This design comes from an exercise in tuning for small area, a short achievable clock period and few clock cycles on the open sky130 flow, not from production work.
RTL that was checked went through simulation tests only; none was proved equivalent to the original.
Power and IR drop assume default switching activity.

== delta ==
// adc_scan_block_averager_core
module adc_scan_block_averager_core #(
  parameter int MAX_SLOTS = 8,
  parameter int CODE_BITS = 12
) (
  input  logic        clk,
  input  logic        rst_n,
  input  logic        in_valid,
  output logic        in_ready,
  input  logic [1:0]  in_opcode,
  input  logic [11:0] in_adc_code,
  output logic        out_valid,
  input  logic        out_ready,
  output logic [1:0]  out_kind,
  output logic [2:0]  out_slot,
  output logic [2:0]  out_chan,
  output logic [11:0] out_avg_code,
  output logic [27:0] out_microvolts,
  output logic        out_last,
  input  logic        cfg_we,
  input  logic [2:0]  cfg_index,
  input  logic [23:0] cfg_wdata
);
  localparam int ROWS = 2;
  localparam int NS   = 12 / ROWS;
  logic [3:0]  sc_r;
  logic [2:0]  nm1;       
  logic [23:0] map_r;
  logic [7:0]  flen_r;
  logic [7:0]  f1_r;      
  logic [7:0]  f2_r;      
  logic [7:0]  rn_r;
  logic [23:0] scale_r;
  logic [25:0] s3_r;      
  always_ff @(posedge clk) begin
    if (!rst_n) begin
  ...
Size: ~3900 cells after synthesis, ~790 flip-flops.
Settings: LEC_CHECK=0, CAP_MARGIN=20, CORE_MARGIN=2, CORE_UTILIZATION=50, SETUP_SLACK_MARGIN=2.0, SLEW_MARGIN=20; clock period 7.0 ns.
run.sh (not shown) runs the stock make flow with config.mk's settings and CLKGATE_MAP_FILE= SYNTH_SCRIPT=/design/flow/synth_recipe.tcl, a recipe that flattens the netlist after the stock synthesis.
Testbench counts of delta, summed over its fixed seeds: cycles 9,084.
## Diff of input files: alpha against delta
--- a/flow/design.v
+++ b/flow/design.v
@@ -225,45 +225,22 @@
   logic [11:0] px   [NS+1];
   logic [7:0]  nr   [NS];
   logic [11:0] nx   [NS];
   logic        mv   [NS+1];
   logic [7:0]  c_sh;
   logic [7:0]  csm1;     
   logic [7:0]  csm2;     
   logic        ceq;      
-  logic        feed;
   logic        busy;    
   logic        ld_avg;
   logic ld_now;
   logic full_up [NS+1];   
   assign ceq    = r_cnt == (r_pend ? csm2 : csm1);
-  logic [7:0] nm1oh;
-  logic [7:0] l_cnt;
-  logic       l_pend;
-  logic       fire_last_r;
-  logic       ceq_last_r;
-  logic [7:0] csm1_d, csm2_d;
-  always_comb begin
-    l_cnt  = '0;
-    l_pend = 1'b0;
-    for (int i = 0; i < 8; i++) begin
-      nm1oh[i] = nm1 == 3'(i);
-      l_cnt    = l_cnt | (cnt_r[i] & {8{nm1oh[i] & ~zsc_r[i]}});
-      l_pend   = l_pend | (pend_r[i] & nm1oh[i]);
-    end
-  end
-  always_ff @(posedge clk) begin
-    fire_last_r <= l_cnt >= (l_pend ? f2_r : f1_r);
-    ceq_last_r  <= l_cnt == (l_pend ? csm2_d : csm1_d);
-  end
-  logic a_fire, a_ceq;
-  assign a_fire = roundend ? (fire_last_r && pos_r == nm1) : r_fire;
-  assign a_ceq  = roundend ? ceq_last_r : ceq;
-  assign ld_now = rend && spec_r && pv[NS] && adv && (!a_fire || a_ceq);
+  assign ld_now = rend && spec_r && pv[NS] && adv && (!r_fire || ceq);
   assign ld_avg = (fm_r || ld_now) && adv && pv[NS];
   always_comb begin
     full_up[NS] = 1'b1;
     for (int j = NS - 1; j >= 0; j--) full_up[j] = full_up[j+1] && pv[j+1];
     mv[NS] = ld_avg;
     for (int j = NS - 1; j >= 0; j--) mv[j] = pv[j] && (!full_up[j] || ld_avg);
     busy = 1'b0;
     for (int j = 0; j <= NS; j++) busy = busy | pv[j];
@@ -280,39 +257,38 @@
         nr[j] = d[9] ? t[7:0] : d[7:0];
         nx[j] = {nx[j][10:0], ~d[9]};
       end
     end
   end
   logic s0_free, c_ok;
   logic feed_arr, spec_fail, feed_walk, wstep, wlast;
   assign s0_free   = !pv[0] || mv[0];
-  assign c_ok      = !busy || a_ceq;
-  assign feed_arr  = res_run && spec_r && a_fire && (pos_r <= nm1) && s0_free && c_ok;
-  assign spec_fail = res_run && a_fire && (pos_r <= nm1) && !(s0_free && c_ok);
-  assign wstep     = wact_r && (!r_fire || (s0_free && (!busy || ceq)));
+  assign c_ok      = !busy || ceq;
+  assign feed_arr  = res_run && spec_r && r_fire && (pos_r <= nm1) && s0_free && c_ok;
+  assign spec_fail = res_run && r_fire && (pos_r <= nm1) && !(s0_free && c_ok);
+  assign wstep     = wact_r && (!r_fire || (s0_free && c_ok));
   assign feed_walk = wstep && r_fire;
   assign wlast     = pos_r == nm1;
+  logic feed;
   assign feed = feed_arr || feed_walk;
-  assign csm1_d = feed ? r_cc : csm1;
-  assign csm2_d = feed ? r_cc - 8'd1 : csm2;
   logic flush;
   assign flush = (acc && (is_start || is_stop)) || cfg_we;
   logic fast;
   assign fast   = spec_r && !spec_fail;
-  assign fire_e = !fast || busy || (a_fire && pos_r <= nm1);
+  assign fire_e = !fast || busy || (r_fire && pos_r <= nm1);
   always_ff @(posedge clk) begin
     if (feed) begin
       pr[0]   <= r_s[19:12];
       px[0]   <= r_s[11:0];
       ptag[0] <= rsel[1] ? 3'd1 : rsel[2] ? 3'd2 : rsel[3] ? 3'd3 : rsel[4] ? 3'd4 :
                  rsel[5] ? 3'd5 : rsel[6] ? 3'd6 : rsel[7] ? 3'd7 : 3'd0;
       c_sh    <= r_div;
-      csm1    <= csm1_d;
-      csm2    <= csm2_d;
+      csm1    <= r_cc;
+      csm2    <= r_cc - 8'd1;
     end
     for (int j = 0; j < NS; j++) begin
       if (mv[j]) begin
         pr[j+1]   <= nr[j];
         px[j+1]   <= nx[j];
         ptag[j+1] <= ptag[j];
       end
     end
alpha: flow completed, timing, DRC and antenna clean. Going from delta to alpha, the die area was shrunk. Against delta, alpha comes in 0.081 mW higher on power. Wire length of the first global-routing pass delta (delta -> alpha): insignificant. delta → alpha: met1 demand-to-capacity share in global routing shrank by 3.2 points, power dissipated in combinational cells went up by 10%, final period utilization increased 3.1 points.
The RTL of alpha was laid out without a check of its function.

[separate check: timing with driven ports]
In the flow no input, the clock included, has a driving cell. The finished layouts below were timed again as built, in two steps. Step 1 assumes that a clkbuf_16 drives the clock port and a buf_2 every other input. Step 2 adds t to the input delays and takes it off the output delays; t is the mean of the earliest and latest rising clock arrival at the registers after step 1. Input paths then give back, and output paths get back, about the clock's delay inside the block. Slacks: ideal / step 1 / step 2; pairs: ideal / step 1.
run	shift t [ns]	setup slack, ns	worst setup path after step 2	pins driven straight from the clock port
delta	0.718	2.100 / 2.057 / 1.520	input to register	1
alpha	0.697	1.885 / 1.822 / 1.592	input to register	1
After both steps every run listed still meets setup and hold. The setup slack of delta, which loses most, moves by -0.043 ns with the drivers and by -0.580 ns with both steps.
